Source: an optimization exercise on an open RTL-to-GDS flow (aim: small area, a short achievable clock period and few clock cycles per item). Production flows keep margins and buffers that such runs may drop. In this exercise RTL edits were held to simulation tests only and were not proved equivalent to the original. No activity file was given, so power comes from the tool's default toggle rates.

==> flow/design.v, too long to show whole: its modules and the start of the top module <==
// module ai_fa: 10 lines
// module ai_ha: 9 lines
// module ai_keep: 11 lines
// module ai_density_engine: 2124 lines
module ai_density_engine #(
    parameter int                     GRID       = 10,
    parameter int                     NUM_SHIPS  = 5,
    parameter logic [4*NUM_SHIPS-1:0] SHIP_LENS  = {4'd2, 4'd3, 4'd3, 4'd4, 4'd5},
    parameter int                     CW         = 8,
    parameter int                     HIT_WEIGHT = 4
) (
    input  logic                  clock,
    input  logic                  reset,
    input  logic [1:0]            addr,
    input  logic                  write_en,
    input  logic [GRID*GRID-1:0]  data_in,
    output logic                  wait_request,
    output logic [GRID*GRID+3:0]  data_out
);
  // ...
==> flow/flow/run.sh <==
#!/bin/bash
# Standard layout, with the port buffers made from buf_2 cells instead of the
# default choice of buffer_ports.
set -o pipefail
export BUFFER_PORTS_ARGS="-buffer_cell sky130_fd_sc_hd__buf_2"
bash standard.sh 2>&1 | tee standard.log
==> flow/standard.sh <==
#!/bin/bash
# synth_recipe.tcl (not shown) runs the flow's synth.tcl, then flattens the netlist and writes it again
# the make line also repeats each setting of config.mk as NAME=value (left out here)
make -C /OpenROAD-flow-scripts/flow DESIGN_CONFIG=/design/flow/config.mk WORK_HOME=/design/flow/orfs CLKGATE_MAP_FILE= SYNTH_SCRIPT=/design/flow/synth_recipe.tcl "${@:-finish}"
==> flow/config.mk <==
export PLATFORM = sky130hd
export DESIGN_NAME = ai_density_engine
export DESIGN_NICKNAME = ai_density_engine
export VERILOG_FILES = /design/flow/design.v
export SDC_FILE = /design/flow/constraint.sdc
export NUM_CORES = 4
export LEC_CHECK = 0
export ABC_AREA = 1
export CAP_MARGIN = 60
export CORE_MARGIN = 2
export CORE_UTILIZATION = 60
export CTS_BUF_LIST = sky130_fd_sc_hd__clkbuf_4 sky130_fd_sc_hd__clkbuf_8
export SLEW_MARGIN = 60
export SYNTH_HIERARCHICAL = 1
==> flow/constraint.sdc <==
create_clock -name core_clock -period 70.0 [get_ports {clock}]
set_input_delay 14.0000 -clock core_clock [delete_from_list [all_inputs] [get_ports {clock}]]
set_output_delay 14.0000 -clock core_clock [all_outputs]
set_load 0.01 [all_outputs]
==> metrics.md, run 1 <==
| Metric | Value |
|---|---|
| CP Data Arrival Time | `about 16000 ps` |
| Hold Path End | `fired[45]` |
| DP HPWL | `107000 microns` |
| Post-cts hold buffer count | `0` |
| Number of global-route vias before repair | `31.2k` |
| Worst hold path stage count | `2` |
| Post-synthesis area per instance | `8.94 sq um` |
| Vias per cell | `6.15` |
| Port Buf Inserts | `around 210` |
| Grt total ovfl | `0` |
| Result of the run | `timing/DRC/antenna clean` |
| Power consumed by sequential cells | `130 uW` |
| Transition time at the pin with the least slew margin | `614 ps` |
| Die span in x | `245 microns` |
| Final Routed Wirelength | `between 100000 and 150000 microns` |
| Worst path slowest cell | `nor2_1` |
| Met2 routing resource usage after global routing | `63.8%` |
| Headroom to the max-slew limit | `just under 60%` |
| FF-to-FF End | `res_idx[6]` |
| Global-route wire length before repair | `191000 microns` |
| Top layer in use | `met5` |
| Largest area contributor in the netlist | `fa_1` |
| Net switching power of the design | `around 270 uW` |
| Area share of the leading cell type in the synthesized netlist | `between 30% and 40%` |
| Share of cells above drive strength 1 | `a little over an eighth` |
| Cells taking the most area after synthesis | `fa_1 (40%), dfxtp_1 (13%), ha_1 (9.6%), inv_1 (9.4%), nand2_1 (7.8%)` |
| Count of cells resized by post-cts repair | `0` |
| Worst clock skew | `32.5 ps` |
| CTS max path bufs | `3` |
| Hold Slack | `469 ps` |
| Flip-flop cell with the highest count after synthesis | `dfxtp_1` |
| Post-synthesis to final-layout area growth | `8.29%` |
| First element of the critical path | `addr[1]` |
Testbench counts, summed over its fixed seeds: cycles 2,688, queries 192.
==> run 2: changes to the inputs <==
--- a/flow/design.v
+++ b/flow/design.v
@@ -23,16 +23,27 @@
     input  logic s,
     input  logic nany,
     output logic one,
     output logic next
 );
     assign one  = alive & (v | s);
     assign next = alive & (v | s | nany);
 endmodule
+module ai_sel3 (
+    input  logic a,
+    input  logic sa,
+    input  logic b,
+    input  logic sb,
+    input  logic c,
+    input  logic sc,
+    output logic y
+);
+    assign y = (a & sa) | (b & sb) | (c & sc);
+endmodule
 module ai_density_engine #(
     parameter int                     GRID       = 10,
     parameter int                     NUM_SHIPS  = 5,
     parameter logic [4*NUM_SHIPS-1:0] SHIP_LENS  = {4'd2, 4'd3, 4'd3, 4'd4, 4'd5},
     parameter int                     CW         = 8,
     parameter int                     HIT_WEIGHT = 4
 ) (
     input  logic                  clock,
@@ -2115,23 +2126,31 @@
     logic         clr;
     logic         ld_fired, ld_hit;
     logic [9:0]   keep;
     assign rot      = busy | start;
     assign ld_fired = !busy && write_en && addr == 2'd1;
     assign ld_hit   = !busy && write_en && addr == 2'd2;
     assign keep     = {10{~clr}};
     logic hold_f, hold_h;
+    logic [N-1:0] fired_rot, hit_rot;
+    assign fired_rot = {fired[9:0] & keep, fired[N-1:10]};
+    assign hit_rot   = {hit[9:0] & keep, hit[N-1:10]};
     assign hold_f = ~(ld_fired | rot);
     assign hold_h = ~(ld_hit | rot);
+    logic [N-1:0] fired_d, hit_d;
+    for (genvar i = 0; i < N; i++) begin : g_mask
+        ai_sel3 u_f (.a(data_in[i]), .sa(ld_fired), .b(fired_rot[i]), .sb(rot), .c(fired[i]), .sc(hold_f),
+            .y(fired_d[i]));
+        ai_sel3 u_h (.a(data_in[i]), .sa(ld_hit), .b(hit_rot[i]), .sb(rot), .c(hit[i]), .sc(hold_h),
+            .y(hit_d[i]));
+    end
     always_ff @(posedge clock) begin
-        fired <= (data_in & {N{ld_fired}}) | ({fired[9:0] & keep, fired[N-1:10]} & {N{rot}})
-               | (fired & {N{hold_f}});
-        hit   <= (data_in & {N{ld_hit}}) | ({hit[9:0] & keep, hit[N-1:10]} & {N{rot}})
-               | (hit & {N{hold_h}});
+        fired <= fired_d;
+        hit   <= hit_d;
     end
     always_ff @(posedge clock) begin
         if (reset) begin
             busy      <= 1'b1;
             clr       <= 1'b1;
             rcnt      <= '0;
             ships     <= '0;
             res_valid <= 1'b0;
==> flow/config.mk (replaced) <==
export PLATFORM = sky130hd
export DESIGN_NAME = ai_density_engine
export DESIGN_NICKNAME = ai_density_engine
export VERILOG_FILES = /design/flow/design.v
export SDC_FILE = /design/flow/constraint.sdc
export NUM_CORES = 4
export LEC_CHECK = 0
export ABC_AREA = 1
export CAP_MARGIN = 60
export CORE_MARGIN = 2
export CORE_UTILIZATION = 60
export SLEW_MARGIN = 60
export SYNTH_HIERARCHICAL = 1
==> run 2 against run 1 <==
  * Largest power group unchanged
  * Synthesized cell count grew 6.5%
  * Hold slack lost 12 ps
  * Routed wire length shrank 7.7%
  * Flip-flop and latch count is the same
  * Combinational power grew 6%
  * Register-to-register slack gained 760 ps
  * Sequential power is essentially flat
  * First-iteration DRC count shrank 15%
==> metrics.md, run 2 <==
| Metric | Value |
|---|---|
| Headroom to the max-slew limit | `57.2% (-1.5 points)` |
| Fmax | `33.8 MHz` |
| HP Class | `flop to flop` |
| Kind of end point of the critical path | `output port` |
| Post-synthesis to final-layout area growth | `9.58%` |
| Maximum capacitance violations | `0` |
| Number of DRC markers after the initial detailed-route iteration | `approximately 3k` |
| Initial Util | `60.9%` |
| Count of endpoints failing setup in the final report | `0` |
| Post-cts hold buffer count | `0 (unchanged)` |
| Num Clock Sinks | `about 230` |
| Synth warnings | `22` |
| Die span in x | `244 microns (-0.59%)` |
| Core Util, Final | `66.7%` |
| Area share of the leading cell type in the synthesized netlist | `40.1% (+0.48 points)` |
| CTS HTree Levels | `1` |
| FF-to-FF Start | `hit[1]` |
| Largest registers in the final layout | `fired x100, hit x100, res_max x8` |
| Highest-count cells in the layout ignoring fill and taps | `nand2_1 (1205), fa_1 (691), inv_1 (688), nor2_1 (289), ha_1 (268)` |
| Standard cell area after detailed placement | `0.0368 sq mm` |
| Transition time at the pin with the least slew margin | `641 ps (+27.1 ps)` |
| Global-route wire length before repair | `181000 microns (-5.6%)` |
| Grt total ovfl | `0 (unchanged)` |
| Worst Setup Start Kind | `input pin` |
| Unrepaired setup endpoints after global routing | `no` |
| Clock buffer count from CTS | `24` |
| Post-layout nets | `5461` |
| Placer's final routability congestion estimate | `1.02` |
| CTS root buffer | `clkbuf_16` |
| Boundary Pins | `210` |
| Vias per cell | `5.72 (-6.9%)` |
| Total vias in the final route | `29.6k` |
| Final hold violations | `0` |
| Most frequent cell after synthesis | `nand2_1` |
| CTS max path bufs | `3 (unchanged)` |
| CP Data Arrival Time | `15600 ps (-50 ps)` |
| Worst clock skew | `21.8 ps (-10.7 ps)` |
| DR pass1 iterations | `6` |
| Port Buf Inserts | `205 (unchanged)` |
| Leakage power | `~0.022 uW` |
| Count of cells resized by post-cts repair | `0 (unchanged)` |
| Final-layout fill cell count | `5007` |
| Setup TNS | `0 ps` |
| Cells taking the most area after synthesis | `fa_1 (40%), dfxtp_1 (13%), nand2_1 (13%), ha_1 (9.7%), inv_1 (7.6%)` |
| Power per cell area | `15.5 mW/mm^2` |
| Overall track demand over capacity in global routing | `40.5%` |
| # DRC | `0` |
| Clock transition at the registers of the reported paths | `60 ps` |
| Flip-flop and latch count after synthesis | `227` |
| Number of core rows | `between 80 and 90` |
| Largest net degree at the start of global routing | `128` |
| Post-synthesis area per instance | `8.29 sq um (-7.2%)` |
| Syn Inst Count | `4158` |
| Largest area contributor in the netlist | `fa_1` |
| Proportion of register bits with asynchronous set or reset after synthesis | `0%` |
| Final Routed Wirelength | `117000 microns (-7.7%)` |
| Final design instance area without fill | `0.0378 sq mm` |
| Mapped cell area | `0.0345 sq mm` |
| Number of enable flip-flop cells after synthesis | `0` |
| Most common cell after layout, fill and taps aside | `nand2_1` |
| Period minus WS final | `~30000 ps` |
| Peak VDD IR | `0.0388 mV` |
| Antenna Nets Post-Route | `0` |
| Crit share post-route | `42.3%` |
| Min-Delay Startpoint | `fired[7]` |
| Result of the run | `timing/DRC/antenna clean` |
| Clock tree from TritonCTS | `yes` |
| Die Outline Area | `between 0.05 and 0.06 sq mm` |
| Post-synth cell types | `38` |
| Max Transition Viols Final | `0` |
| Most common library cells after synthesis | `nand2_1 (1205), inv_1 (694), fa_1 (691)` |
| First element of the critical path | `addr[0]` |
| Floorplan core area | `0.0566 sq mm` |
| Y dimension of the die | `244 microns` |
| Share of the yosys chip area belonging to registers | `approximately an eighth` |
| Critical setup path kind | `input pin to output port` |
| DR WL/cell | `~23 microns` |
| Antenna violations before repair | `6` |
| Number of global-route vias before repair | `29.7k (-4.9%)` |
| Share of cells above drive strength 1 | `10.8% (-2.7 points)` |
| Required time reported for the critical path endpoint | `between 50000 and 60000 ps` |
| Flip-flop cell with the highest count after synthesis | `dfxtp_1` |
| Clock latency at the later pin of the worst-skew pair | `about 560 ps` |
| Buffers inserted during post-CTS setup optimization | `0` |
| Top fanout value on the critical path | `roughly 60` |
| DP HPWL | `96200 microns (-9.8%)` |
-- run 2: changes by cell type after synthesis, sizes merged, moves of 27 or more --
cell / change
nand2: +458
nand3: +203
o221ai: -203
inv: -184
o22ai: -77
nor2: +61
o21ai: +54
buf: -36
clkbuf: -27
-- run 2: worst paths after layout --
kind | end | slack, ps | cells after the start
max | data_out[1] | 40400 | 9
min | fired[7] | 460 | 2
max reg2reg | res_idx[5] | 45200 | 104
min reg2reg | fired[7] | 460 | 2
-- run 2: report_power, final --
group	switching (uW)	total, uW	internal (uW)
Clock	58.9	141	81.8
Combinational	217	316	99.0
Sequential	0.382	130	129
Total	276	586	310
-- run 2: layout make-up --
class | count | area, sq um | share of cell area [%]
clock inverters | 10 | 155 | 0.411
multi-input cells | 3177 | 27300 | 72.2
well taps | 756 | 946 | 2.50
flip-flops and latches | 227 | 4550 | 12.0
diodes | 2 | 5.00 | 0.0132
repair buffers | 254 | 1460 | 3.86
inverters | 713 | 2700 | 7.15
clock buffers | 31 | 668 | 1.77
-- run 2: Yosys stat by module, one instance, submodules excluded --
module | cells | flops+latches | times used | area (sq um)
ai_fa | 1 | 0 | 689 | 20.0
ai_sel3 | 4 | 0 | 200 | 16.3
ai_keep | 4 | 0 | 88 | 20.0
ai_density_engine | 2093 | 227 | 1 | 12900
ai_ha | 1 | 0 | 224 | 12.5
-- run 2: cells by family after synthesis --
logic type | count (synthesis) | share of synthesized area, %
flops | 227 | 13.2
xor+xnor | 11 | 0.280
other cells | 1 | 0.0109
buf+inv | 773 | 8.49
fa+ha+maj | 959 | 49.9
compound gates | 280 | 5.38
simple gates | 1907 | 22.8
-- run 2: per-stage QoR --
stage	std cells	hold WS (ps)	total power, uW	setup WS, ps
floorplan	4177	429	357	40930
global placement	5111	440	438	39940
detailed placement	5119	443	440	40200
CTS	5160	460	581	40200
global route	5170	479	626	40320
finish	5170	457	586	40400
-- run 2: critical path, stage by stage --
cell	delay, ps
buf_2	160
inv_1	90
nor2_4	80
buf_6	370
inv_6	300
o22ai_1	230
a21oi_1	50
o21ai_0	120
buf_2	180
-- run 2: metal layers --
| metal | share of wire (%) | global-route usage, % | wire length (microns) |
|---|---|---|---|
| met1 | 42 | 59.3 | 48800 |
| met4 | 3.6 | 12.4 | 4200 |
| met5 | 0.044 | 0 | 52 |
| met3 | 12 | 9.50 | 14100 |
| met2 | 43 | 59.8 | 50000 |
Testbench counts of run 2, summed over its fixed seeds: cycles 2,688, queries 192.

## what the ideal ports hide
How much do the figures lean on ideal ports? The routed layouts below were timed once more, with nothing changed but the port constraints.
Step 1: set_driving_cell puts a clkbuf_16 on clock and a buf_2 on each other input, an assumption about the parent block.
Step 2 adds t to the input delays and takes it off the output delays; t is the mean of the earliest and latest rising clock arrival at the registers after step 1. Input paths then give back, and output paths get back, about the clock's delay inside the block.
Slacks: ideal / step 1 / step 2; pairs: ideal / step 1.
run | t (ns) | slack for setup (ns) | worst data-port slew with drivers (ns)
run 1 | 0.635 | 40.354 / 40.333 / 40.333 | 0.09
run 2 | 0.607 | 40.397 / 40.361 / 40.361 | 0.08
After both steps every run listed still meets setup and hold. For run 2, which loses most, drivers alone change the setup slack by -0.036 ns; drivers and shift together by -0.036 ns.
